From an optimization exercise on the open Yosys and OpenROAD flow, aimed at a short achievable clock period and few clock cycles per item; shortcuts taken in it are not production practice. Function was checked by simulation only, so behaviour that the tests miss may differ from the original.

File: flow/run.sh
#!/bin/bash
# synth_recipe.tcl (not shown) runs the flow's synth.tcl, then flattens the netlist and writes it again
# the make line also repeats each setting of config.mk as NAME=value (left out here)
make -C /OpenROAD-flow-scripts/flow DESIGN_CONFIG=/design/flow/config.mk WORK_HOME=/design/flow/orfs CLKGATE_MAP_FILE= SYNTH_SCRIPT=/design/flow/synth_recipe.tcl finish
File: flow/config.mk
export PLATFORM = sky130hd
export DESIGN_NAME = link_keeping_drive_vector
export DESIGN_NICKNAME = link_keeping_drive_vector
export VERILOG_FILES = /design/flow/design.v
export SDC_FILE = /design/flow/constraint.sdc
export NUM_CORES = 4
export LEC_CHECK = 0
export CAP_MARGIN = 20
export CORE_MARGIN = 2
export CORE_UTILIZATION = 40
export PLACE_DENSITY = 0.6
export SLEW_MARGIN = 20
File: flow/design.v
package lkdv_pkg;
	localparam int unsigned LKDV_MAX_NEIGHBOURS = 8;
	localparam int unsigned CNT_W      = 4;
	localparam int unsigned COORD_W    = 16;
	localparam int unsigned SQ_W       = 32;
	localparam int unsigned ROOT_W     = 16;
	localparam int unsigned DRIVE_W    = 15;
	localparam int unsigned QUO_W      = 15;
endpackage
module lkdv_arith #(
	parameter int unsigned W = 16
) (
	input  logic [W-1:0] a,
	input  logic [W-1:0] b,
	output logic         ge,
	output logic [W-1:0] diff
);
	logic [W:0] delta;
	assign delta = {1'b0, a} - {1'b0, b};
	assign ge    = ~delta[W];
	assign diff  = delta[W-1:0];
endmodule
module lkdv_qualify (
	input  logic        clk,
	input  logic        arst_n,
	input  logic        beat_v,
	input  logic [15:0] beat_x,
	input  logic [15:0] beat_y,
	input  logic        beat_p,
	input  logic        beat_e,
	input  logic [15:0] reach,
	output logic        fr_v,
	output logic        fr_f,
	output logic        fr_sx,
	output logic        fr_sy,
	output logic [15:0] fr_ax,
	output logic [15:0] fr_ay,
	output logic [2:0]  fr_idx,
	output logic [31:0] fr_sq
);
	logic [3:0]  cnt_q;
	logic        v1, e1, c1, sx1, sy1;
	logic [2:0]  idx1;
	logic [15:0] ax1, ay1;
	always_ff @(posedge clk or negedge arst_n) begin
		if (!arst_n) begin
			cnt_q <= '0;
			v1    <= 1'b0;
		end else begin
			v1 <= beat_v;
			if (beat_v) begin
				if (beat_e)
					cnt_q <= '0;
				else if (!cnt_q[3])
					cnt_q <= cnt_q + 4'd1;
			end
		end
	end
	always_ff @(posedge clk) begin
		e1   <= beat_e;
		c1   <= beat_p & ~cnt_q[3];
		idx1 <= cnt_q[2:0];
		sx1  <= beat_x[15];
		sy1  <= beat_y[15];
		ax1  <= beat_x[15] ? (~beat_x + 16'd1) : beat_x;
		ay1  <= beat_y[15] ? (~beat_y + 16'd1) : beat_y;
	end
	logic        v2, e2, c2, sx2, sy2;
	logic [2:0]  idx2;
	logic [15:0] ax2, ay2;
	logic [15:0] xll2, xhh2, yll2, yhh2;
	logic [15:0] xlh2, ylh2;
	always_ff @(posedge clk or negedge arst_n) begin
		if (!arst_n) v2 <= 1'b0;
		else         v2 <= v1;
	end
	always_ff @(posedge clk) begin
		e2   <= e1;
		c2   <= c1;
		idx2 <= idx1;
		sx2  <= sx1;
		sy2  <= sy1;
		ax2  <= ax1;
		ay2  <= ay1;
		xll2 <= ax1[7:0] * ax1[7:0];
		xlh2 <= ax1[7:0] * ax1[15:8];
		xhh2 <= ax1[15:8] * ax1[15:8];
		yll2 <= ay1[7:0] * ay1[7:0];
		ylh2 <= ay1[7:0] * ay1[15:8];
		yhh2 <= ay1[15:8] * ay1[15:8];
	end
	logic        v3, e3, c3, sx3, sy3;
	logic [2:0]  idx3;
	logic [15:0] ax3, ay3;
	logic [30:0] xsq3, ysq3;
	always_ff @(posedge clk or negedge arst_n) begin
		if (!arst_n) v3 <= 1'b0;
		else         v3 <= v2;
	end
	always_ff @(posedge clk) begin
		e3   <= e2;
		c3   <= c2;
		idx3 <= idx2;
		sx3  <= sx2;
		sy3  <= sy2;
		ax3  <= ax2;
		ay3  <= ay2;
		xsq3 <= {xhh2[14:0], 16'd0} + {6'd0, xlh2, 9'd0} + {15'd0, xll2};
		ysq3 <= {yhh2[14:0], 16'd0} + {6'd0, ylh2, 9'd0} + {15'd0, yll2};
	end
	logic        v4, e4, c4, sx4, sy4;
	logic [2:0]  idx4;
	logic [15:0] ax4, ay4;
	logic [31:0] sq4;
	always_ff @(posedge clk or negedge arst_n) begin
		if (!arst_n) v4 <= 1'b0;
		else         v4 <= v3;
	end
	always_ff @(posedge clk) begin
		e4   <= e3;
		c4   <= c3;
		idx4 <= idx3;
		sx4  <= sx3;
		sy4  <= sy3;
		ax4  <= ax3;
		ay4  <= ay3;
		sq4  <= {1'b0, xsq3} + {1'b0, ysq3};
	end
	logic [15:0] rll, rlh, rhh;
	logic [31:0] r2;
	always_ff @(posedge clk or negedge arst_n) begin
		if (!arst_n) begin
			rll <= '0;
			rlh <= '0;
			rhh <= '0;
			r2  <= '0;
		end else begin
			rll <= reach[7:0] * reach[7:0];
			rlh <= reach[7:0] * reach[15:8];
			rhh <= reach[15:8] * reach[15:8];
			r2  <= {rhh, 16'd0} + {7'd0, rlh, 9'd0} + {16'd0, rll};
		end
	end
	logic        v5, e5, q5, sx5, sy5;
	logic [2:0]  idx5;
	logic [15:0] ax5, ay5;
	logic [31:0] sq5;
	always_ff @(posedge clk or negedge arst_n) begin
		if (!arst_n) v5 <= 1'b0;
		else         v5 <= v4;
	end
	always_ff @(posedge clk) begin
		e5   <= e4;
		q5   <= c4 & (sq4 > r2);
		idx5 <= idx4;
		sx5  <= sx4;
		sy5  <= sy4;
		ax5  <= ax4;
		ay5  <= ay4;
		sq5  <= sq4;
	end
	logic        fnd_q;
	logic        h_sx, h_sy;
	logic [2:0]  h_idx;
	logic [15:0] h_ax, h_ay;
	logic [31:0] h_sq;
	always_ff @(posedge clk or negedge arst_n) begin
		if (!arst_n) begin
			fnd_q <= 1'b0;
			fr_v  <= 1'b0;
		end else begin
			fr_v <= v5 & e5;
			if (v5) begin
				if (e5)
					fnd_q <= 1'b0;
				else if (!fnd_q)
					fnd_q <= q5;
			end
		end
	end
	always_ff @(posedge clk) begin
		if (v5 && !e5 && !fnd_q) begin
			h_sx  <= sx5;
			h_sy  <= sy5;
			h_idx <= idx5;
			h_ax  <= ax5;
			h_ay  <= ay5;
			h_sq  <= sq5;
		end
		fr_f   <= fnd_q | q5;
		fr_sx  <= fnd_q ? h_sx  : sx5;
		fr_sy  <= fnd_q ? h_sy  : sy5;
		fr_idx <= fnd_q ? h_idx : idx5;
		fr_ax  <= fnd_q ? h_ax  : ax5;
		fr_ay  <= fnd_q ? h_ay  : ay5;
		fr_sq  <= fnd_q ? h_sq  : sq5;
	end
endmodule
module lkdv_scale (
	input  logic        clk,
	input  logic        arst_n,
	input  logic        in_v,
	input  logic        in_f,
	input  logic        in_sx,
	input  logic        in_sy,
	input  logic [15:0] in_ax,
	input  logic [15:0] in_ay,
	input  logic [2:0]  in_idx,
	input  logic [31:0] in_sq,
	input  logic [14:0] gain,
	output logic        o_v,
	output logic        o_f,
	output logic        o_sx,
	output logic        o_sy,
	output logic [2:0]  o_idx,
	output logic [14:0] o_qx,
	output logic [14:0] o_qy
);
	logic [22:0] pxl, pxh, pyl, pyh;
	assign pxl = gain * in_ax[7:0];
	assign pxh = gain * in_ax[15:8];
	assign pyl = gain * in_ay[7:0];
	assign pyh = gain * in_ay[15:8];
	logic [2:0] s0_a, s0_b, s0_d;
	logic s0_ge;
	assign s0_a = in_sq[31:30];
	assign s0_b = 2'd1;
	lkdv_arith #(.W(3)) u_s0 (.a(s0_a), .b(s0_b), .ge(s0_ge), .diff(s0_d));
	logic [1:0] s0_rem;
	assign s0_rem = s0_ge ? s0_d[1:0] : s0_a[1:0];
	logic [0:0] s0_root;
	assign s0_root = s0_ge;
	logic [29:0] s0_n;
	assign s0_n = in_sq[29:0];
	logic [3:0] s1_a, s1_b, s1_d;
	logic s1_ge;
	assign s1_a = {s0_rem, s0_n[29:28]};
	assign s1_b = {s0_root, 2'b01};
	lkdv_arith #(.W(4)) u_s1 (.a(s1_a), .b(s1_b), .ge(s1_ge), .diff(s1_d));
	logic [2:0] s1_rem;
	assign s1_rem = s1_ge ? s1_d[2:0] : s1_a[2:0];
	logic [1:0] s1_root;
	assign s1_root = {s0_root, s1_ge};
	logic [27:0] s1_n;
	assign s1_n = s0_n[27:0];
	logic [4:0] s2_a, s2_b, s2_d;
	logic s2_ge;
	assign s2_a = {s1_rem, s1_n[27:26]};
	assign s2_b = {s1_root, 2'b01};
	lkdv_arith #(.W(5)) u_s2 (.a(s2_a), .b(s2_b), .ge(s2_ge), .diff(s2_d));
	logic [3:0] s2_rem;
	assign s2_rem = s2_ge ? s2_d[3:0] : s2_a[3:0];
	logic [2:0] s2_root;
	assign s2_root = {s1_root, s2_ge};
	logic [25:0] s2_n;
	assign s2_n = s1_n[25:0];
	logic [5:0] s3_a, s3_b, s3_d;
	logic s3_ge;
	assign s3_a = {s2_rem, s2_n[25:24]};
	assign s3_b = {s2_root, 2'b01};
	lkdv_arith #(.W(6)) u_s3 (.a(s3_a), .b(s3_b), .ge(s3_ge), .diff(s3_d));
	logic [4:0] s3_rem;
	assign s3_rem = s3_ge ? s3_d[4:0] : s3_a[4:0];
	logic [3:0] s3_root;
	assign s3_root = {s2_root, s3_ge};
	logic [23:0] s3_n;
	assign s3_n = s2_n[23:0];
	logic [0:0] p1_v;
	logic [0:0] p1_f;
	logic [0:0] p1_sx;
	logic [0:0] p1_sy;
	logic [2:0] p1_idx;
	logic [23:0] p1_n;
	logic [22:0] p1_pxl;
	logic [22:0] p1_pxh;
	logic [22:0] p1_pyl;
	logic [22:0] p1_pyh;
	logic [4:0] p1_rem;
	logic [3:0] p1_root;
	always_ff @(posedge clk or negedge arst_n) begin
		if (!arst_n) p1_v <= 1'b0;
		else         p1_v <= in_v;
	end
	always_ff @(posedge clk) begin
		p1_f <= in_f;
		p1_sx <= in_sx;
		p1_sy <= in_sy;
		p1_idx <= in_idx;
		p1_n <= s3_n;
		p1_pxl <= pxl;
		p1_pxh <= pxh;
		p1_pyl <= pyl;
		p1_pyh <= pyh;
		p1_rem <= s3_rem;
		p1_root <= s3_root;
	end
	logic [30:0] px, py;
	assign px = {p1_pxh, 8'd0} + {8'd0, p1_pxl};
	assign py = {p1_pyh, 8'd0} + {8'd0, p1_pyl};
	logic [6:0] s4_a, s4_b, s4_d;
	logic s4_ge;
	assign s4_a = {p1_rem, p1_n[23:22]};
	assign s4_b = {p1_root, 2'b01};
	lkdv_arith #(.W(7)) u_s4 (.a(s4_a), .b(s4_b), .ge(s4_ge), .diff(s4_d));
	logic [5:0] s4_rem;
	assign s4_rem = s4_ge ? s4_d[5:0] : s4_a[5:0];
	logic [4:0] s4_root;
	assign s4_root = {p1_root, s4_ge};
	logic [21:0] s4_n;
	assign s4_n = p1_n[21:0];
	logic [7:0] s5_a, s5_b, s5_d;
	logic s5_ge;
	assign s5_a = {s4_rem, s4_n[21:20]};
	assign s5_b = {s4_root, 2'b01};
	lkdv_arith #(.W(8)) u_s5 (.a(s5_a), .b(s5_b), .ge(s5_ge), .diff(s5_d));
	logic [6:0] s5_rem;
	assign s5_rem = s5_ge ? s5_d[6:0] : s5_a[6:0];
	logic [5:0] s5_root;
	assign s5_root = {s4_root, s5_ge};
	logic [19:0] s5_n;
	assign s5_n = s4_n[19:0];
	logic [8:0] s6_a, s6_b, s6_d;
	logic s6_ge;
	assign s6_a = {s5_rem, s5_n[19:18]};
	assign s6_b = {s5_root, 2'b01};
	lkdv_arith #(.W(9)) u_s6 (.a(s6_a), .b(s6_b), .ge(s6_ge), .diff(s6_d));
	logic [7:0] s6_rem;
	assign s6_rem = s6_ge ? s6_d[7:0] : s6_a[7:0];
	logic [6:0] s6_root;
	assign s6_root = {s5_root, s6_ge};
	logic [17:0] s6_n;
	assign s6_n = s5_n[17:0];
	logic [0:0] p2_v;
	logic [0:0] p2_f;
	logic [0:0] p2_sx;
	logic [0:0] p2_sy;
	logic [2:0] p2_idx;
	logic [17:0] p2_n;
	logic [7:0] p2_rem;
	logic [6:0] p2_root;
	logic [30:0] p2_px;
	logic [30:0] p2_py;
	always_ff @(posedge clk or negedge arst_n) begin
		if (!arst_n) p2_v <= 1'b0;
		else         p2_v <= p1_v;
	end
	always_ff @(posedge clk) begin
		p2_f <= p1_f;
		p2_sx <= p1_sx;
		p2_sy <= p1_sy;
		p2_idx <= p1_idx;
		p2_n <= s6_n;
		p2_rem <= s6_rem;
		p2_root <= s6_root;
		p2_px <= px;
		p2_py <= py;
	end
	logic [9:0] s7_a, s7_b, s7_d;
	logic s7_ge;
	assign s7_a = {p2_rem, p2_n[17:16]};
	assign s7_b = {p2_root, 2'b01};
	lkdv_arith #(.W(10)) u_s7 (.a(s7_a), .b(s7_b), .ge(s7_ge), .diff(s7_d));
	logic [8:0] s7_rem;
	assign s7_rem = s7_ge ? s7_d[8:0] : s7_a[8:0];
	logic [7:0] s7_root;
	assign s7_root = {p2_root, s7_ge};
	logic [15:0] s7_n;
	assign s7_n = p2_n[15:0];
	logic [10:0] s8_a, s8_b, s8_d;
	logic s8_ge;
	assign s8_a = {s7_rem, s7_n[15:14]};
	assign s8_b = {s7_root, 2'b01};
	lkdv_arith #(.W(11)) u_s8 (.a(s8_a), .b(s8_b), .ge(s8_ge), .diff(s8_d));
	logic [9:0] s8_rem;
	assign s8_rem = s8_ge ? s8_d[9:0] : s8_a[9:0];
	logic [8:0] s8_root;
	assign s8_root = {s7_root, s8_ge};
	logic [13:0] s8_n;
	assign s8_n = s7_n[13:0];
	logic [11:0] s9_a, s9_b, s9_d;
	logic s9_ge;
	assign s9_a = {s8_rem, s8_n[13:12]};
	assign s9_b = {s8_root, 2'b01};
	lkdv_arith #(.W(12)) u_s9 (.a(s9_a), .b(s9_b), .ge(s9_ge), .diff(s9_d));
	logic [10:0] s9_rem;
	assign s9_rem = s9_ge ? s9_d[10:0] : s9_a[10:0];
	logic [9:0] s9_root;
	assign s9_root = {s8_root, s9_ge};
	logic [11:0] s9_n;
	assign s9_n = s8_n[11:0];
	logic [0:0] p3_v;
	logic [0:0] p3_f;
	logic [0:0] p3_sx;
	logic [0:0] p3_sy;
	logic [2:0] p3_idx;
	logic [11:0] p3_n;
	logic [10:0] p3_rem;
	logic [9:0] p3_root;
	logic [30:0] p3_px;
	logic [30:0] p3_py;
	always_ff @(posedge clk or negedge arst_n) begin
		if (!arst_n) p3_v <= 1'b0;
		else         p3_v <= p2_v;
	end
	always_ff @(posedge clk) begin
		p3_f <= p2_f;
		p3_sx <= p2_sx;
		p3_sy <= p2_sy;
		p3_idx <= p2_idx;
		p3_n <= s9_n;
		p3_rem <= s9_rem;
		p3_root <= s9_root;
		p3_px <= p2_px;
		p3_py <= p2_py;
	end
	logic [12:0] s10_a, s10_b, s10_d;
	logic s10_ge;
	assign s10_a = {p3_rem, p3_n[11:10]};
	assign s10_b = {p3_root, 2'b01};
	lkdv_arith #(.W(13)) u_s10 (.a(s10_a), .b(s10_b), .ge(s10_ge), .diff(s10_d));
	logic [11:0] s10_rem;
	assign s10_rem = s10_ge ? s10_d[11:0] : s10_a[11:0];
	logic [10:0] s10_root;
	assign s10_root = {p3_root, s10_ge};
	logic [9:0] s10_n;
	assign s10_n = p3_n[9:0];
	logic [13:0] s11_a, s11_b, s11_d;
	logic s11_ge;
	assign s11_a = {s10_rem, s10_n[9:8]};
	assign s11_b = {s10_root, 2'b01};
	lkdv_arith #(.W(14)) u_s11 (.a(s11_a), .b(s11_b), .ge(s11_ge), .diff(s11_d));
	logic [12:0] s11_rem;
	assign s11_rem = s11_ge ? s11_d[12:0] : s11_a[12:0];
	logic [11:0] s11_root;
	assign s11_root = {s10_root, s11_ge};
	logic [7:0] s11_n;
	assign s11_n = s10_n[7:0];
	logic [0:0] p4_v;
	logic [0:0] p4_f;
	logic [0:0] p4_sx;
	logic [0:0] p4_sy;
	logic [2:0] p4_idx;
	logic [7:0] p4_n;
	logic [12:0] p4_rem;
	logic [11:0] p4_root;
	logic [30:0] p4_px;
	logic [30:0] p4_py;
	always_ff @(posedge clk or negedge arst_n) begin
		if (!arst_n) p4_v <= 1'b0;
		else         p4_v <= p3_v;
	end
	always_ff @(posedge clk) begin
		p4_f <= p3_f;
		p4_sx <= p3_sx;
		p4_sy <= p3_sy;
		p4_idx <= p3_idx;
		p4_n <= s11_n;
		p4_rem <= s11_rem;
		p4_root <= s11_root;
		p4_px <= p3_px;
		p4_py <= p3_py;
	end
	logic [14:0] s12_a, s12_b, s12_d;
	logic s12_ge;
	assign s12_a = {p4_rem, p4_n[7:6]};
	assign s12_b = {p4_root, 2'b01};
	lkdv_arith #(.W(15)) u_s12 (.a(s12_a), .b(s12_b), .ge(s12_ge), .diff(s12_d));
	logic [13:0] s12_rem;
	assign s12_rem = s12_ge ? s12_d[13:0] : s12_a[13:0];
	logic [12:0] s12_root;
	assign s12_root = {p4_root, s12_ge};
	logic [5:0] s12_n;
	assign s12_n = p4_n[5:0];
	logic [15:0] s13_a, s13_b, s13_d;
	logic s13_ge;
	assign s13_a = {s12_rem, s12_n[5:4]};
	assign s13_b = {s12_root, 2'b01};
	lkdv_arith #(.W(16)) u_s13 (.a(s13_a), .b(s13_b), .ge(s13_ge), .diff(s13_d));
	logic [14:0] s13_rem;
	assign s13_rem = s13_ge ? s13_d[14:0] : s13_a[14:0];
	logic [13:0] s13_root;
	assign s13_root = {s12_root, s13_ge};
	logic [3:0] s13_n;
	assign s13_n = s12_n[3:0];
	logic [0:0] p5_v;
	logic [0:0] p5_f;
	logic [0:0] p5_sx;
	logic [0:0] p5_sy;
	logic [2:0] p5_idx;
	logic [3:0] p5_n;
	logic [14:0] p5_rem;
	logic [13:0] p5_root;
	logic [30:0] p5_px;
	logic [30:0] p5_py;
	always_ff @(posedge clk or negedge arst_n) begin
		if (!arst_n) p5_v <= 1'b0;
		else         p5_v <= p4_v;
	end
	always_ff @(posedge clk) begin
		p5_f <= p4_f;
		p5_sx <= p4_sx;
		p5_sy <= p4_sy;
		p5_idx <= p4_idx;
		p5_n <= s13_n;
		p5_rem <= s13_rem;
		p5_root <= s13_root;
		p5_px <= p4_px;
		p5_py <= p4_py;
	end
	logic [16:0] s14_a, s14_b, s14_d;
	logic s14_ge;
	assign s14_a = {p5_rem, p5_n[3:2]};
	assign s14_b = {p5_root, 2'b01};
	lkdv_arith #(.W(17)) u_s14 (.a(s14_a), .b(s14_b), .ge(s14_ge), .diff(s14_d));
	logic [15:0] s14_rem;
	assign s14_rem = s14_ge ? s14_d[15:0] : s14_a[15:0];
	logic [14:0] s14_root;
	assign s14_root = {p5_root, s14_ge};
	logic [1:0] s14_n;
	assign s14_n = p5_n[1:0];
	logic [17:0] s15_a, s15_b, s15_d;
	logic s15_ge;
	assign s15_a = {s14_rem, s14_n[1:0]};
	assign s15_b = {s14_root, 2'b01};
	lkdv_arith #(.W(18)) u_s15 (.a(s15_a), .b(s15_b), .ge(s15_ge), .diff(s15_d));
	logic [16:0] s15_rem;
	assign s15_rem = s15_ge ? s15_d[16:0] : s15_a[16:0];
	logic [15:0] s15_root;
	assign s15_root = {s14_root, s15_ge};
	logic [0:0] p6_v;
	logic [0:0] p6_f;
	logic [0:0] p6_sx;
	logic [0:0] p6_sy;
	logic [2:0] p6_idx;
	logic [15:0] p6_root;
	logic [30:0] p6_px;
	logic [30:0] p6_py;
	always_ff @(posedge clk or negedge arst_n) begin
		if (!arst_n) p6_v <= 1'b0;
		else         p6_v <= p5_v;
	end
	always_ff @(posedge clk) begin
		p6_f <= p5_f;
		p6_sx <= p5_sx;
		p6_sy <= p5_sy;
		p6_idx <= p5_idx;
		p6_root <= s15_root;
		p6_px <= p5_px;
		p6_py <= p5_py;
	end
	logic [16:0] dx0_a, dx0_b, dx0_d;
	logic dx0_ge;
	assign dx0_a = {p6_px[30:15], p6_px[14:0][14]};
	assign dx0_b = {1'b0, p6_root};
	lkdv_arith #(.W(17)) u_dx0 (.a(dx0_a), .b(dx0_b), .ge(dx0_ge), .diff(dx0_d));
	logic [15:0] dx0_r;
	assign dx0_r = dx0_ge ? dx0_d[15:0] : dx0_a[15:0];
	logic [13:0] dx0_l;
	assign dx0_l = p6_px[14:0][13:0];
	logic dx0_q;
	assign dx0_q = dx0_ge;
	logic [16:0] dy0_a, dy0_b, dy0_d;
	logic dy0_ge;
	assign dy0_a = {p6_py[30:15], p6_py[14:0][14]};
	assign dy0_b = {1'b0, p6_root};
	lkdv_arith #(.W(17)) u_dy0 (.a(dy0_a), .b(dy0_b), .ge(dy0_ge), .diff(dy0_d));
	logic [15:0] dy0_r;
	assign dy0_r = dy0_ge ? dy0_d[15:0] : dy0_a[15:0];
	logic [13:0] dy0_l;
	assign dy0_l = p6_py[14:0][13:0];
	logic dy0_q;
	assign dy0_q = dy0_ge;
	logic [16:0] dx1_a, dx1_b, dx1_d;
	logic dx1_ge;
	assign dx1_a = {dx0_r, dx0_l[13]};
	assign dx1_b = {1'b0, p6_root};
	lkdv_arith #(.W(17)) u_dx1 (.a(dx1_a), .b(dx1_b), .ge(dx1_ge), .diff(dx1_d));
	logic [15:0] dx1_r;
	assign dx1_r = dx1_ge ? dx1_d[15:0] : dx1_a[15:0];
	logic [12:0] dx1_l;
	assign dx1_l = dx0_l[12:0];
	logic [1:0] dx1_q;
	assign dx1_q = {dx0_q, dx1_ge};
	logic [16:0] dy1_a, dy1_b, dy1_d;
	logic dy1_ge;
	assign dy1_a = {dy0_r, dy0_l[13]};
	assign dy1_b = {1'b0, p6_root};
	lkdv_arith #(.W(17)) u_dy1 (.a(dy1_a), .b(dy1_b), .ge(dy1_ge), .diff(dy1_d));
	logic [15:0] dy1_r;
	assign dy1_r = dy1_ge ? dy1_d[15:0] : dy1_a[15:0];
	logic [12:0] dy1_l;
	assign dy1_l = dy0_l[12:0];
	logic [1:0] dy1_q;
	assign dy1_q = {dy0_q, dy1_ge};
	logic [0:0] p7_v;
	logic [0:0] p7_f;
	logic [0:0] p7_sx;
	logic [0:0] p7_sy;
	logic [2:0] p7_idx;
	logic [15:0] p7_root;
	logic [15:0] p7_rx;
	logic [15:0] p7_ry;
	logic [12:0] p7_lx;
	logic [12:0] p7_ly;
	logic [1:0] p7_qx;
	logic [1:0] p7_qy;
	always_ff @(posedge clk or negedge arst_n) begin
		if (!arst_n) p7_v <= 1'b0;
		else         p7_v <= p6_v;
	end
	always_ff @(posedge clk) begin
		p7_f <= p6_f;
		p7_sx <= p6_sx;
		p7_sy <= p6_sy;
		p7_idx <= p6_idx;
		p7_root <= p6_root;
		p7_rx <= dx1_r;
		p7_ry <= dy1_r;
		p7_lx <= dx1_l;
		p7_ly <= dy1_l;
		p7_qx <= dx1_q;
		p7_qy <= dy1_q;
	end
	logic [16:0] dx2_a, dx2_b, dx2_d;
	logic dx2_ge;
	assign dx2_a = {p7_rx, p7_lx[12]};
	assign dx2_b = {1'b0, p7_root};
	lkdv_arith #(.W(17)) u_dx2 (.a(dx2_a), .b(dx2_b), .ge(dx2_ge), .diff(dx2_d));
	logic [15:0] dx2_r;
	assign dx2_r = dx2_ge ? dx2_d[15:0] : dx2_a[15:0];
	logic [11:0] dx2_l;
	assign dx2_l = p7_lx[11:0];
	logic [2:0] dx2_q;
	assign dx2_q = {p7_qx, dx2_ge};
	logic [16:0] dy2_a, dy2_b, dy2_d;
	logic dy2_ge;
	assign dy2_a = {p7_ry, p7_ly[12]};
	assign dy2_b = {1'b0, p7_root};
	lkdv_arith #(.W(17)) u_dy2 (.a(dy2_a), .b(dy2_b), .ge(dy2_ge), .diff(dy2_d));
	logic [15:0] dy2_r;
	assign dy2_r = dy2_ge ? dy2_d[15:0] : dy2_a[15:0];
	logic [11:0] dy2_l;
	assign dy2_l = p7_ly[11:0];
	logic [2:0] dy2_q;
	assign dy2_q = {p7_qy, dy2_ge};
	logic [16:0] dx3_a, dx3_b, dx3_d;
	logic dx3_ge;
	assign dx3_a = {dx2_r, dx2_l[11]};
	assign dx3_b = {1'b0, p7_root};
	lkdv_arith #(.W(17)) u_dx3 (.a(dx3_a), .b(dx3_b), .ge(dx3_ge), .diff(dx3_d));
	logic [15:0] dx3_r;
	assign dx3_r = dx3_ge ? dx3_d[15:0] : dx3_a[15:0];
	logic [10:0] dx3_l;
	assign dx3_l = dx2_l[10:0];
	logic [3:0] dx3_q;
	assign dx3_q = {dx2_q, dx3_ge};
	logic [16:0] dy3_a, dy3_b, dy3_d;
	logic dy3_ge;
	assign dy3_a = {dy2_r, dy2_l[11]};
	assign dy3_b = {1'b0, p7_root};
	lkdv_arith #(.W(17)) u_dy3 (.a(dy3_a), .b(dy3_b), .ge(dy3_ge), .diff(dy3_d));
	logic [15:0] dy3_r;
	assign dy3_r = dy3_ge ? dy3_d[15:0] : dy3_a[15:0];
	logic [10:0] dy3_l;
	assign dy3_l = dy2_l[10:0];
	logic [3:0] dy3_q;
	assign dy3_q = {dy2_q, dy3_ge};
	logic [0:0] p8_v;
	logic [0:0] p8_f;
	logic [0:0] p8_sx;
	logic [0:0] p8_sy;
	logic [2:0] p8_idx;
	logic [15:0] p8_root;
	logic [15:0] p8_rx;
	logic [15:0] p8_ry;
	logic [10:0] p8_lx;
	logic [10:0] p8_ly;
	logic [3:0] p8_qx;
	logic [3:0] p8_qy;
	always_ff @(posedge clk or negedge arst_n) begin
		if (!arst_n) p8_v <= 1'b0;
		else         p8_v <= p7_v;
	end
	always_ff @(posedge clk) begin
		p8_f <= p7_f;
		p8_sx <= p7_sx;
		p8_sy <= p7_sy;
		p8_idx <= p7_idx;
		p8_root <= p7_root;
		p8_rx <= dx3_r;
		p8_ry <= dy3_r;
		p8_lx <= dx3_l;
		p8_ly <= dy3_l;
		p8_qx <= dx3_q;
		p8_qy <= dy3_q;
	end
	logic [16:0] dx4_a, dx4_b, dx4_d;
	logic dx4_ge;
	assign dx4_a = {p8_rx, p8_lx[10]};
	assign dx4_b = {1'b0, p8_root};
	lkdv_arith #(.W(17)) u_dx4 (.a(dx4_a), .b(dx4_b), .ge(dx4_ge), .diff(dx4_d));
	logic [15:0] dx4_r;
	assign dx4_r = dx4_ge ? dx4_d[15:0] : dx4_a[15:0];
	logic [9:0] dx4_l;
	assign dx4_l = p8_lx[9:0];
	logic [4:0] dx4_q;
	assign dx4_q = {p8_qx, dx4_ge};
	logic [16:0] dy4_a, dy4_b, dy4_d;
	logic dy4_ge;
	assign dy4_a = {p8_ry, p8_ly[10]};
	assign dy4_b = {1'b0, p8_root};
	lkdv_arith #(.W(17)) u_dy4 (.a(dy4_a), .b(dy4_b), .ge(dy4_ge), .diff(dy4_d));
	logic [15:0] dy4_r;
	assign dy4_r = dy4_ge ? dy4_d[15:0] : dy4_a[15:0];
	logic [9:0] dy4_l;
	assign dy4_l = p8_ly[9:0];
	logic [4:0] dy4_q;
	assign dy4_q = {p8_qy, dy4_ge};
	logic [16:0] dx5_a, dx5_b, dx5_d;
	logic dx5_ge;
	assign dx5_a = {dx4_r, dx4_l[9]};
	assign dx5_b = {1'b0, p8_root};
	lkdv_arith #(.W(17)) u_dx5 (.a(dx5_a), .b(dx5_b), .ge(dx5_ge), .diff(dx5_d));
	logic [15:0] dx5_r;
	assign dx5_r = dx5_ge ? dx5_d[15:0] : dx5_a[15:0];
	logic [8:0] dx5_l;
	assign dx5_l = dx4_l[8:0];
	logic [5:0] dx5_q;
	assign dx5_q = {dx4_q, dx5_ge};
	logic [16:0] dy5_a, dy5_b, dy5_d;
	logic dy5_ge;
	assign dy5_a = {dy4_r, dy4_l[9]};
	assign dy5_b = {1'b0, p8_root};
	lkdv_arith #(.W(17)) u_dy5 (.a(dy5_a), .b(dy5_b), .ge(dy5_ge), .diff(dy5_d));
	logic [15:0] dy5_r;
	assign dy5_r = dy5_ge ? dy5_d[15:0] : dy5_a[15:0];
	logic [8:0] dy5_l;
	assign dy5_l = dy4_l[8:0];
	logic [5:0] dy5_q;
	assign dy5_q = {dy4_q, dy5_ge};
	logic [0:0] p9_v;
	logic [0:0] p9_f;
	logic [0:0] p9_sx;
	logic [0:0] p9_sy;
	logic [2:0] p9_idx;
	logic [15:0] p9_root;
	logic [15:0] p9_rx;
	logic [15:0] p9_ry;
	logic [8:0] p9_lx;
	logic [8:0] p9_ly;
	logic [5:0] p9_qx;
	logic [5:0] p9_qy;
	always_ff @(posedge clk or negedge arst_n) begin
		if (!arst_n) p9_v <= 1'b0;
		else         p9_v <= p8_v;
	end
	always_ff @(posedge clk) begin
		p9_f <= p8_f;
		p9_sx <= p8_sx;
		p9_sy <= p8_sy;
		p9_idx <= p8_idx;
		p9_root <= p8_root;
		p9_rx <= dx5_r;
		p9_ry <= dy5_r;
		p9_lx <= dx5_l;
		p9_ly <= dy5_l;
		p9_qx <= dx5_q;
		p9_qy <= dy5_q;
	end
	logic [16:0] dx6_a, dx6_b, dx6_d;
	logic dx6_ge;
	assign dx6_a = {p9_rx, p9_lx[8]};
	assign dx6_b = {1'b0, p9_root};
	lkdv_arith #(.W(17)) u_dx6 (.a(dx6_a), .b(dx6_b), .ge(dx6_ge), .diff(dx6_d));
	logic [15:0] dx6_r;
	assign dx6_r = dx6_ge ? dx6_d[15:0] : dx6_a[15:0];
	logic [7:0] dx6_l;
	assign dx6_l = p9_lx[7:0];
	logic [6:0] dx6_q;
	assign dx6_q = {p9_qx, dx6_ge};
	logic [16:0] dy6_a, dy6_b, dy6_d;
	logic dy6_ge;
	assign dy6_a = {p9_ry, p9_ly[8]};
	assign dy6_b = {1'b0, p9_root};
	lkdv_arith #(.W(17)) u_dy6 (.a(dy6_a), .b(dy6_b), .ge(dy6_ge), .diff(dy6_d));
	logic [15:0] dy6_r;
	assign dy6_r = dy6_ge ? dy6_d[15:0] : dy6_a[15:0];
	logic [7:0] dy6_l;
	assign dy6_l = p9_ly[7:0];
	logic [6:0] dy6_q;
	assign dy6_q = {p9_qy, dy6_ge};
	logic [16:0] dx7_a, dx7_b, dx7_d;
	logic dx7_ge;
	assign dx7_a = {dx6_r, dx6_l[7]};
	assign dx7_b = {1'b0, p9_root};
	lkdv_arith #(.W(17)) u_dx7 (.a(dx7_a), .b(dx7_b), .ge(dx7_ge), .diff(dx7_d));
	logic [15:0] dx7_r;
	assign dx7_r = dx7_ge ? dx7_d[15:0] : dx7_a[15:0];
	logic [6:0] dx7_l;
	assign dx7_l = dx6_l[6:0];
	logic [7:0] dx7_q;
	assign dx7_q = {dx6_q, dx7_ge};
	logic [16:0] dy7_a, dy7_b, dy7_d;
	logic dy7_ge;
	assign dy7_a = {dy6_r, dy6_l[7]};
	assign dy7_b = {1'b0, p9_root};
	lkdv_arith #(.W(17)) u_dy7 (.a(dy7_a), .b(dy7_b), .ge(dy7_ge), .diff(dy7_d));
	logic [15:0] dy7_r;
	assign dy7_r = dy7_ge ? dy7_d[15:0] : dy7_a[15:0];
	logic [6:0] dy7_l;
	assign dy7_l = dy6_l[6:0];
	logic [7:0] dy7_q;
	assign dy7_q = {dy6_q, dy7_ge};
	logic [0:0] p10_v;
	logic [0:0] p10_f;
	logic [0:0] p10_sx;
	logic [0:0] p10_sy;
	logic [2:0] p10_idx;
	logic [15:0] p10_root;
	logic [15:0] p10_rx;
	logic [15:0] p10_ry;
	logic [6:0] p10_lx;
	logic [6:0] p10_ly;
	logic [7:0] p10_qx;
	logic [7:0] p10_qy;
	always_ff @(posedge clk or negedge arst_n) begin
		if (!arst_n) p10_v <= 1'b0;
		else         p10_v <= p9_v;
	end
	always_ff @(posedge clk) begin
		p10_f <= p9_f;
		p10_sx <= p9_sx;
		p10_sy <= p9_sy;
		p10_idx <= p9_idx;
		p10_root <= p9_root;
		p10_rx <= dx7_r;
		p10_ry <= dy7_r;
		p10_lx <= dx7_l;
		p10_ly <= dy7_l;
		p10_qx <= dx7_q;
		p10_qy <= dy7_q;
	end
	logic [16:0] dx8_a, dx8_b, dx8_d;
	logic dx8_ge;
	assign dx8_a = {p10_rx, p10_lx[6]};
	assign dx8_b = {1'b0, p10_root};
	lkdv_arith #(.W(17)) u_dx8 (.a(dx8_a), .b(dx8_b), .ge(dx8_ge), .diff(dx8_d));
	logic [15:0] dx8_r;
	assign dx8_r = dx8_ge ? dx8_d[15:0] : dx8_a[15:0];
	logic [5:0] dx8_l;
	assign dx8_l = p10_lx[5:0];
	logic [8:0] dx8_q;
	assign dx8_q = {p10_qx, dx8_ge};
	logic [16:0] dy8_a, dy8_b, dy8_d;
	logic dy8_ge;
	assign dy8_a = {p10_ry, p10_ly[6]};
	assign dy8_b = {1'b0, p10_root};
	lkdv_arith #(.W(17)) u_dy8 (.a(dy8_a), .b(dy8_b), .ge(dy8_ge), .diff(dy8_d));
	logic [15:0] dy8_r;
	assign dy8_r = dy8_ge ? dy8_d[15:0] : dy8_a[15:0];
	logic [5:0] dy8_l;
	assign dy8_l = p10_ly[5:0];
	logic [8:0] dy8_q;
	assign dy8_q = {p10_qy, dy8_ge};
	logic [16:0] dx9_a, dx9_b, dx9_d;
	logic dx9_ge;
	assign dx9_a = {dx8_r, dx8_l[5]};
	assign dx9_b = {1'b0, p10_root};
	lkdv_arith #(.W(17)) u_dx9 (.a(dx9_a), .b(dx9_b), .ge(dx9_ge), .diff(dx9_d));
	logic [15:0] dx9_r;
	assign dx9_r = dx9_ge ? dx9_d[15:0] : dx9_a[15:0];
	logic [4:0] dx9_l;
	assign dx9_l = dx8_l[4:0];
	logic [9:0] dx9_q;
	assign dx9_q = {dx8_q, dx9_ge};
	logic [16:0] dy9_a, dy9_b, dy9_d;
	logic dy9_ge;
	assign dy9_a = {dy8_r, dy8_l[5]};
	assign dy9_b = {1'b0, p10_root};
	lkdv_arith #(.W(17)) u_dy9 (.a(dy9_a), .b(dy9_b), .ge(dy9_ge), .diff(dy9_d));
	logic [15:0] dy9_r;
	assign dy9_r = dy9_ge ? dy9_d[15:0] : dy9_a[15:0];
	logic [4:0] dy9_l;
	assign dy9_l = dy8_l[4:0];
	logic [9:0] dy9_q;
	assign dy9_q = {dy8_q, dy9_ge};
	logic [0:0] p11_v;
	logic [0:0] p11_f;
	logic [0:0] p11_sx;
	logic [0:0] p11_sy;
	logic [2:0] p11_idx;
	logic [15:0] p11_root;
	logic [15:0] p11_rx;
	logic [15:0] p11_ry;
	logic [4:0] p11_lx;
	logic [4:0] p11_ly;
	logic [9:0] p11_qx;
	logic [9:0] p11_qy;
	always_ff @(posedge clk or negedge arst_n) begin
		if (!arst_n) p11_v <= 1'b0;
		else         p11_v <= p10_v;
	end
	always_ff @(posedge clk) begin
		p11_f <= p10_f;
		p11_sx <= p10_sx;
		p11_sy <= p10_sy;
		p11_idx <= p10_idx;
		p11_root <= p10_root;
		p11_rx <= dx9_r;
		p11_ry <= dy9_r;
		p11_lx <= dx9_l;
		p11_ly <= dy9_l;
		p11_qx <= dx9_q;
		p11_qy <= dy9_q;
	end
	logic [16:0] dx10_a, dx10_b, dx10_d;
	logic dx10_ge;
	assign dx10_a = {p11_rx, p11_lx[4]};
	assign dx10_b = {1'b0, p11_root};
	lkdv_arith #(.W(17)) u_dx10 (.a(dx10_a), .b(dx10_b), .ge(dx10_ge), .diff(dx10_d));
	logic [15:0] dx10_r;
	assign dx10_r = dx10_ge ? dx10_d[15:0] : dx10_a[15:0];
	logic [3:0] dx10_l;
	assign dx10_l = p11_lx[3:0];
	logic [10:0] dx10_q;
	assign dx10_q = {p11_qx, dx10_ge};
	logic [16:0] dy10_a, dy10_b, dy10_d;
	logic dy10_ge;
	assign dy10_a = {p11_ry, p11_ly[4]};
	assign dy10_b = {1'b0, p11_root};
	lkdv_arith #(.W(17)) u_dy10 (.a(dy10_a), .b(dy10_b), .ge(dy10_ge), .diff(dy10_d));
	logic [15:0] dy10_r;
	assign dy10_r = dy10_ge ? dy10_d[15:0] : dy10_a[15:0];
	logic [3:0] dy10_l;
	assign dy10_l = p11_ly[3:0];
	logic [10:0] dy10_q;
	assign dy10_q = {p11_qy, dy10_ge};
	logic [16:0] dx11_a, dx11_b, dx11_d;
	logic dx11_ge;
	assign dx11_a = {dx10_r, dx10_l[3]};
	assign dx11_b = {1'b0, p11_root};
	lkdv_arith #(.W(17)) u_dx11 (.a(dx11_a), .b(dx11_b), .ge(dx11_ge), .diff(dx11_d));
	logic [15:0] dx11_r;
	assign dx11_r = dx11_ge ? dx11_d[15:0] : dx11_a[15:0];
	logic [2:0] dx11_l;
	assign dx11_l = dx10_l[2:0];
	logic [11:0] dx11_q;
	assign dx11_q = {dx10_q, dx11_ge};
	logic [16:0] dy11_a, dy11_b, dy11_d;
	logic dy11_ge;
	assign dy11_a = {dy10_r, dy10_l[3]};
	assign dy11_b = {1'b0, p11_root};
	lkdv_arith #(.W(17)) u_dy11 (.a(dy11_a), .b(dy11_b), .ge(dy11_ge), .diff(dy11_d));
	logic [15:0] dy11_r;
	assign dy11_r = dy11_ge ? dy11_d[15:0] : dy11_a[15:0];
	logic [2:0] dy11_l;
	assign dy11_l = dy10_l[2:0];
	logic [11:0] dy11_q;
	assign dy11_q = {dy10_q, dy11_ge};
	logic [0:0] p12_v;
	logic [0:0] p12_f;
	logic [0:0] p12_sx;
	logic [0:0] p12_sy;
	logic [2:0] p12_idx;
	logic [15:0] p12_root;
	logic [15:0] p12_rx;
	logic [15:0] p12_ry;
	logic [2:0] p12_lx;
	logic [2:0] p12_ly;
	logic [11:0] p12_qx;
	logic [11:0] p12_qy;
	always_ff @(posedge clk or negedge arst_n) begin
		if (!arst_n) p12_v <= 1'b0;
		else         p12_v <= p11_v;
	end
	always_ff @(posedge clk) begin
		p12_f <= p11_f;
		p12_sx <= p11_sx;
		p12_sy <= p11_sy;
		p12_idx <= p11_idx;
		p12_root <= p11_root;
		p12_rx <= dx11_r;
		p12_ry <= dy11_r;
		p12_lx <= dx11_l;
		p12_ly <= dy11_l;
		p12_qx <= dx11_q;
		p12_qy <= dy11_q;
	end
	logic [16:0] dx12_a, dx12_b, dx12_d;
	logic dx12_ge;
	assign dx12_a = {p12_rx, p12_lx[2]};
	assign dx12_b = {1'b0, p12_root};
	lkdv_arith #(.W(17)) u_dx12 (.a(dx12_a), .b(dx12_b), .ge(dx12_ge), .diff(dx12_d));
	logic [15:0] dx12_r;
	assign dx12_r = dx12_ge ? dx12_d[15:0] : dx12_a[15:0];
	logic [1:0] dx12_l;
	assign dx12_l = p12_lx[1:0];
	logic [12:0] dx12_q;
	assign dx12_q = {p12_qx, dx12_ge};
	logic [16:0] dy12_a, dy12_b, dy12_d;
	logic dy12_ge;
	assign dy12_a = {p12_ry, p12_ly[2]};
	assign dy12_b = {1'b0, p12_root};
	lkdv_arith #(.W(17)) u_dy12 (.a(dy12_a), .b(dy12_b), .ge(dy12_ge), .diff(dy12_d));
	logic [15:0] dy12_r;
	assign dy12_r = dy12_ge ? dy12_d[15:0] : dy12_a[15:0];
	logic [1:0] dy12_l;
	assign dy12_l = p12_ly[1:0];
	logic [12:0] dy12_q;
	assign dy12_q = {p12_qy, dy12_ge};
	logic [16:0] dx13_a, dx13_b, dx13_d;
	logic dx13_ge;
	assign dx13_a = {dx12_r, dx12_l[1]};
	assign dx13_b = {1'b0, p12_root};
	lkdv_arith #(.W(17)) u_dx13 (.a(dx13_a), .b(dx13_b), .ge(dx13_ge), .diff(dx13_d));
	logic [15:0] dx13_r;
	assign dx13_r = dx13_ge ? dx13_d[15:0] : dx13_a[15:0];
	logic [0:0] dx13_l;
	assign dx13_l = dx12_l[0:0];
	logic [13:0] dx13_q;
	assign dx13_q = {dx12_q, dx13_ge};
	logic [16:0] dy13_a, dy13_b, dy13_d;
	logic dy13_ge;
	assign dy13_a = {dy12_r, dy12_l[1]};
	assign dy13_b = {1'b0, p12_root};
	lkdv_arith #(.W(17)) u_dy13 (.a(dy13_a), .b(dy13_b), .ge(dy13_ge), .diff(dy13_d));
	logic [15:0] dy13_r;
	assign dy13_r = dy13_ge ? dy13_d[15:0] : dy13_a[15:0];
	logic [0:0] dy13_l;
	assign dy13_l = dy12_l[0:0];
	logic [13:0] dy13_q;
	assign dy13_q = {dy12_q, dy13_ge};
	logic [0:0] p13_v;
	logic [0:0] p13_f;
	logic [0:0] p13_sx;
	logic [0:0] p13_sy;
	logic [2:0] p13_idx;
	logic [15:0] p13_root;
	logic [15:0] p13_rx;
	logic [15:0] p13_ry;
	logic [0:0] p13_lx;
	logic [0:0] p13_ly;
	logic [13:0] p13_qx;
	logic [13:0] p13_qy;
	always_ff @(posedge clk or negedge arst_n) begin
		if (!arst_n) p13_v <= 1'b0;
		else         p13_v <= p12_v;
	end
	always_ff @(posedge clk) begin
		p13_f <= p12_f;
		p13_sx <= p12_sx;
		p13_sy <= p12_sy;
		p13_idx <= p12_idx;
		p13_root <= p12_root;
		p13_rx <= dx13_r;
		p13_ry <= dy13_r;
		p13_lx <= dx13_l;
		p13_ly <= dy13_l;
		p13_qx <= dx13_q;
		p13_qy <= dy13_q;
	end
	logic [16:0] dx14_a, dx14_b, dx14_d;
	logic dx14_ge;
	assign dx14_a = {p13_rx, p13_lx[0]};
	assign dx14_b = {1'b0, p13_root};
	lkdv_arith #(.W(17)) u_dx14 (.a(dx14_a), .b(dx14_b), .ge(dx14_ge), .diff(dx14_d));
	logic [14:0] dx14_q;
	assign dx14_q = {p13_qx, dx14_ge};
	logic [16:0] dy14_a, dy14_b, dy14_d;
	logic dy14_ge;
	assign dy14_a = {p13_ry, p13_ly[0]};
	assign dy14_b = {1'b0, p13_root};
	lkdv_arith #(.W(17)) u_dy14 (.a(dy14_a), .b(dy14_b), .ge(dy14_ge), .diff(dy14_d));
	logic [14:0] dy14_q;
	assign dy14_q = {p13_qy, dy14_ge};
	logic [0:0] p14_v;
	logic [0:0] p14_f;
	logic [0:0] p14_sx;
	logic [0:0] p14_sy;
	logic [2:0] p14_idx;
	logic [14:0] p14_qx;
	logic [14:0] p14_qy;
	always_ff @(posedge clk or negedge arst_n) begin
		if (!arst_n) p14_v <= 1'b0;
		else         p14_v <= p13_v;
	end
	always_ff @(posedge clk) begin
		p14_f <= p13_f;
		p14_sx <= p13_sx;
		p14_sy <= p13_sy;
		p14_idx <= p13_idx;
		p14_qx <= dx14_q;
		p14_qy <= dy14_q;
	end
	assign o_v   = p14_v;
	assign o_f   = p14_f;
	assign o_sx  = p14_sx;
	assign o_sy  = p14_sy;
	assign o_idx = p14_idx;
	assign o_qx  = p14_qx;
	assign o_qy  = p14_qy;
endmodule
import lkdv_pkg::*;
module link_keeping_drive_vector (
	input  logic                      clk,
	input  logic                      arst_n,
	input  logic                      psel,
	input  logic                      penable,
	input  logic                      pwrite,
	input  logic [2:0]                paddr,
	input  logic [31:0]               pwdata,
	output logic [31:0]               prdata,
	output logic                      pready,
	input  logic                      in_valid,
	output logic                      in_stall,
	input  logic signed [COORD_W-1:0] offset_x,
	input  logic signed [COORD_W-1:0] offset_y,
	input  logic                      present,
	input  logic                      frame_end,
	output logic                      out_valid,
	input  logic                      out_stall,
	output logic signed [COORD_W-1:0] drive_x,
	output logic signed [COORD_W-1:0] drive_y,
	output logic                      has_signal,
	output logic [CNT_W-1:0]          chosen_index
);
	localparam int unsigned QA_W  = 5;                
	localparam int unsigned OWE_W = QA_W + 1;
	localparam int unsigned LIMIT = (1 << QA_W) - 2;  
	logic [COORD_W-1:0] reach_q;
	logic [DRIVE_W-1:0] gain_q;
	logic [31:0]        prdata_q;
	assign pready = 1'b1;
	always_ff @(posedge clk or negedge arst_n) begin
		if (!arst_n) begin
			reach_q <= '0;
			gain_q  <= '0;
		end else if (psel && penable && pwrite) begin
			if (paddr[2])
				gain_q  <= pwdata[DRIVE_W-1:0];
			else
				reach_q <= pwdata[COORD_W-1:0];
		end
	end
	always_ff @(posedge clk or negedge arst_n) begin
		if (!arst_n)
			prdata_q <= '0;
		else
			prdata_q <= paddr[2] ? {{(32-DRIVE_W){1'b0}}, gain_q} : {{(32-COORD_W){1'b0}}, reach_q};
	end
	assign prdata = prdata_q;
	logic               in_stall_q;
	logic               bv_q, be_q, bp_q;
	logic [COORD_W-1:0] bx_q, by_q;
	always_ff @(posedge clk or negedge arst_n) begin
		if (!arst_n) bv_q <= 1'b0;
		else         bv_q <= in_valid & ~in_stall_q;
	end
	always_ff @(posedge clk) begin
		bx_q <= offset_x;
		by_q <= offset_y;
		bp_q <= present;
		be_q <= frame_end;
	end
	assign in_stall = in_stall_q;
	logic        fr_v, fr_f, fr_sx, fr_sy;
	logic [15:0] fr_ax, fr_ay;
	logic [2:0]  fr_idx;
	logic [31:0] fr_sq;
	lkdv_qualify u_qualify (
		.clk    (clk),
		.arst_n (arst_n),
		.beat_v (bv_q),
		.beat_x (bx_q),
		.beat_y (by_q),
		.beat_p (bp_q),
		.beat_e (be_q),
		.reach  (reach_q),
		.fr_v   (fr_v),
		.fr_f   (fr_f),
		.fr_sx  (fr_sx),
		.fr_sy  (fr_sy),
		.fr_ax  (fr_ax),
		.fr_ay  (fr_ay),
		.fr_idx (fr_idx),
		.fr_sq  (fr_sq)
	);
	logic        sc_v, sc_f, sc_sx, sc_sy;
	logic [2:0]  sc_idx;
	logic [14:0] sc_qx, sc_qy;
	lkdv_scale u_scale (
		.clk    (clk),
		.arst_n (arst_n),
		.in_v   (fr_v),
		.in_f   (fr_f),
		.in_sx  (fr_sx),
		.in_sy  (fr_sy),
		.in_ax  (fr_ax),
		.in_ay  (fr_ay),
		.in_idx (fr_idx),
		.in_sq  (fr_sq),
		.gain   (gain_q),
		.o_v    (sc_v),
		.o_f    (sc_f),
		.o_sx   (sc_sx),
		.o_sy   (sc_sy),
		.o_idx  (sc_idx),
		.o_qx   (sc_qx),
		.o_qy   (sc_qy)
	);
	logic [36:0]     rq_mem [0:(1<<QA_W)-1];
	logic [QA_W:0]   wp_q, rp_q;
	logic [15:0]     res_x, res_y;
	logic [36:0]     rq_head;
	logic            rq_nonempty;
	logic            out_valid_q;
	logic [36:0]     out_q;
	logic            out_load;
	assign res_x = sc_f ? (sc_sx ? (16'd0 - {1'b0, sc_qx}) : {1'b0, sc_qx}) : 16'd0;
	assign res_y = sc_f ? (sc_sy ? (16'd0 - {1'b0, sc_qy}) : {1'b0, sc_qy}) : 16'd0;
	always_ff @(posedge clk) begin
		if (sc_v)
			rq_mem[wp_q[QA_W-1:0]] <= {res_x, res_y, sc_f, sc_f ? {1'b0, sc_idx} : 4'd0};
	end
	assign rq_head     = rq_mem[rp_q[QA_W-1:0]];
	assign rq_nonempty = (wp_q != rp_q);
	assign out_load    = ~out_valid_q | ~out_stall;
	always_ff @(posedge clk or negedge arst_n) begin
		if (!arst_n) begin
			wp_q        <= '0;
			rp_q        <= '0;
			out_valid_q <= 1'b0;
		end else begin
			if (sc_v)
				wp_q <= wp_q + 1'b1;
			if (out_load) begin
				out_valid_q <= rq_nonempty;
				if (rq_nonempty)
					rp_q <= rp_q + 1'b1;
			end
		end
	end
	always_ff @(posedge clk) begin
		if (out_load)
			out_q <= rq_head;
	end
	assign out_valid    = out_valid_q;
	assign drive_x      = out_q[36:21];
	assign drive_y      = out_q[20:5];
	assign has_signal   = out_q[4];
	assign chosen_index = out_q[3:0];
	logic [OWE_W-1:0] owed_q;
	logic [OWE_W-1:0] owed_d;
	logic             pop_q;
	assign owed_d = owed_q + {{(OWE_W-1){1'b0}}, bv_q & be_q} - {{(OWE_W-1){1'b0}}, pop_q};
	always_ff @(posedge clk or negedge arst_n) begin
		if (!arst_n) begin
			owed_q     <= '0;
			pop_q      <= 1'b0;
			in_stall_q <= 1'b0;
		end else begin
			owed_q     <= owed_d;
			pop_q      <= out_valid_q & ~out_stall;
			in_stall_q <= (owed_d >= LIMIT);
		end
	end
endmodule
File: flow/constraint.sdc
create_clock -name core_clock -period 11.0 [get_ports {clk}]
set_input_delay 2.2000 -clock core_clock [delete_from_list [all_inputs] [get_ports {clk}]]
set_output_delay 2.2000 -clock core_clock [all_outputs]
set_load 0.01 [all_outputs]
==> notes.md <==
[cell usage after synthesis (all sizes together) (11+ instances only)]
cell    number  area [µm²]
o41a        11       123.9
dfxtp     1750       35030
nand3      108       540.5
and2       462        2890
o21a       128       960.9
a21boi      71       533.0
o31ai       44       340.3
o31a        13       113.9
o21ai      425        2135
ha        1209       15130
mux2i       41       410.4
nand2      827        3104
inv       1191        4471
and3        55       344.1
a41oi       11       96.34
a31o        18       157.7
o41ai       25       226.5
fa         604       12090
nand4       30       187.7
a211o       17       148.9
a311oi      11       96.34
dfrtp      171        4279
mux2       427        4808
mux4       360        8108
nor3       173       865.8
or3         59       369.1
edfxtp    1257       37750
clkbuf     263       987.2
a21o       185        1389
nor2       644        2417
xnor2      562        4922
a21oi      589        2952
xor2       202        1769
or2         33       206.5
nor4        11       68.82
o211a       11       110.1
o211ai      26       195.2
a211oi      46       355.3
buf         74       367.9
a31oi       32       200.2
nand2b     105       656.9
nor2b      148       925.9
o21bai      66       495.5
or4         22       165.2
[critical path, cell delays in order (launching register included)]
cell and delay [ps]:
dfxtp_1 440, inv_1 190, ha_1 300, nor2b_1 130, o21a_1 180, o21ai_1 310
a211oi_1 180, a2111oi_0 530, buf_4 220, nor3_1 70, o221ai_1 230, nand2_1 80
buf_4 240, o21ai_1 280, inv_1 70, ha_1 260, nor2b_1 130, o21a_1 180
o21ai_0 300, a21oi_1 190, a211oi_1 440, o2bb2ai_1 240, o21ai_0 260, a31o_2 320
nand2_1 80, nand2_1 590, mux2_2 520
[metal layers]
metal / share of wire / track usage
met1: 0.46 / 0.2367
met2: 0.47 / 0.2858
met3: 0.042 / 0.01921
met4: 0.032 / 0.05413
met5: 0 / 0
[stage by stage]
step | hold slack, ps | util | instances
2_1_floorplan | 309.6 | - | 12660
3_3_place_gp | 309.7 | 0.4206 | 17730
3_5_place_dp | 312.0 | 0.4206 | 17730
4_1_cts | 236.2 | 0.4485 | 18310
5_1_grt | 250.1 | 0.4486 | 18310
6_report | 240.4 | 0.4486 | 18310
[cell families (layout without fill, tap and decap cells)]
family / after synthesis / in the layout / share of synthesized area
adders and majority gates: 1813 / 1813 / 0.1760
AOI/OAI and AO/OA: 1818 / 1818 / 0.07414
and+or+nand+nor: 2711 / 2711 / 0.08433
other: 2 / 24 / 0.00004856
muxes: 828 / 828 / 0.08618
DFF: 3178 / 3178 / 0.4983
buffers and inverters: 1530 / 2001 / 0.03772
xor gates and xnor gates: 764 / 764 / 0.04327
[area by class of cell]
class	instances	area [µm²]	share of cell area
flip-flops and latches	3178	77080	0.4458
multi-input cells	7956	72100	0.4170
clock buffers	432	8951	0.05177
well taps	5175	6475	0.03745
inverters	1193	4478	0.02590
repair buffers	224	1992	0.01152
clock inverters	152	1807	0.01045
diodes	2	5.005	0.00002895
[worst paths after layout]
| kind | start | endpoint | slack [ps] | depth (start not counted) |
|---|---|---|---|---|
| worst min-delay path | u_scale.p2_py[18] | u_scale.p3_py[18] | 240 | 0 |
| worst max register to register | u_scale.p12_root[1] | u_scale.p13_ry[2] | 3880 | 26 |
| min in group asynchronous | arst_n | prdata_q[5] | 1290 | 1 |
| worst min register to register | u_scale.p2_py[18] | u_scale.p3_py[18] | 240 | 0 |
| worst max-delay path | u_scale.p12_root[1] | u_scale.p13_ry[2] | 3880 | 26 |
| max in group asynchronous | arst_n | u_qualify.r2[19] | 8420 | 2 |
[sequential cells by signal, indices dropped and copies added (netlist names), 24 cells and up]
| signal | flops |
|---|---|
| u_scale.p6_py | 31 |
| u_scale.p6_px | 31 |
| u_scale.p3_py | 31 |
| u_qualify.sq4 | 32 |
| u_scale.p3_px | 31 |
| u_scale.p5_py | 31 |
| u_scale.p2_px | 31 |
| u_scale.p4_px | 31 |
| u_scale.p5_px | 31 |
| out_q | 36 |
| u_qualify.ysq3 | 29 |
| u_scale.p1_n | 24 |
| u_scale.p2_py | 31 |
| u_qualify.h_sq | 32 |
| u_qualify.r2 | 31 |
| u_qualify.fr_sq | 32 |
| u_qualify.xsq3 | 29 |
| u_scale.p4_py | 31 |
| rq_mem | 1152 |
| u_qualify.sq5 | 32 |
==> impl_metrics.toml <==
[run_status]
status = "finished clean"

[floorplanning]
dieHeight_um = 625.8
dieArea_um2 = 391600
die_x_um = 625.8
initial_core_util = 0.4012
core_um2 = 385400
rows = 228
top_level_ports = 148

[job]
maxCapViolCount = 0

[cells_and_area]
num-fill-cells = 35060
area_growth_pct = 11.80
layout_common_cells = "dfxtp_1, edfxtp_1, ha_1, inv_1, nand2_1"
layout_commonest_cell = "dfxtp_1"
final_nets = 14770
stdcell_area_um2 = 172900
drive_gt1_frac = 0.1156

[timing]
fin_ws_ps = 3878
fin_crit_sh = 0.6475
period_needed_ps = 7122
fin_setup_tns_ps = 0
fmax_mhz = 140.4
finalSetupViolations = 0
finClkSkew_ps = 120.8
timing_max_transition_violations_final = 0
slew-limit-headroom = 0.2017
worst_pin_slew_ps = 1196
rsz0062_at_grt = "no"
hold_viol = 0

[global_routing]
antenna_found_initial = 13
first_global_vias = 92590
grt_max_degree = 137
overflow = 0
grt_pass1_wl_um = 530000
track_usage = 0.1725

[clock_network]
clock_latency_ps = 960
cts_tree = "yes"
cts_resized = 0
cts_root_buf = "clkbuf_16"
cts_hold_buf = 0
clk_pin_slew_worst_paths_ps = 60
cts_buffer_depth = 4
htree_levels = 5
cts_made_buffers = 323
post_cts_buffers = 0
cts.sinks = 3178

[routing]
via_count = 91870
first_pass_iters = 6
finalWirelength_um = 337400
drtIter0Drc = 6101
wl_per_cell_um = 18.43
ant_nets = 0
vias_per_cell = 5.017
drc = 0

[critical_path]
startpoint_type = "register"
endpoint_kind = "register"
crit_type = "register to register"
crit_fanout = 23
worst-endpoint-required_ps = 11800
cp.arrival_ps = 7930

[placed_design]
pre_cts_ws_ps = 3821
gp_congestion = 0.8332
dp_hpwl_um = 231900
io_buffers = 111
placed_area_um2 = 162100

[worst_hold_path]
hold_class = "register to register"

[logic_synthesis]
synth.avg_cell_area_um2 = 12.23
synth_seq_area_share = 0.4983
synth_edf_count = 1257
async_reset_ff_frac = 0.05381
syn_inst = 12640
yosys_register_bits = 3178
synth_flop_cell = "dfxtp_1"
synth.distinct_cells = 91
netlist_area_um2 = 154600
yosys_warnings = 3
Testbench counts, summed over its fixed seeds: cycles 19,168, frames 4,096.

what the ideal ports hide:
The flow's constraints put no driver on any port. The routed layout listed below was extracted and timed again, unchanged, in two steps.
Step 1, drivers: a clkbuf_16 drives clk and a buf_2 each remaining input, both assumed.
Step 2 moves the port delays by t, midway between the first and last clock arrival at a register: inputs arrive t later, outputs are due t later. That takes back most of the time a late clock gives input paths.
Three values: ideal, step 1, step 2; two values: the first two.
t, ns: 1.014
setup WS [ns]: 3.878 / 3.878 / 3.878
cell pins on the clock port's net: 1
After both steps this run still meets setup and hold. For this run, drivers alone change the setup slack by 0.000 ns; drivers and shift together by 0.000 ns.
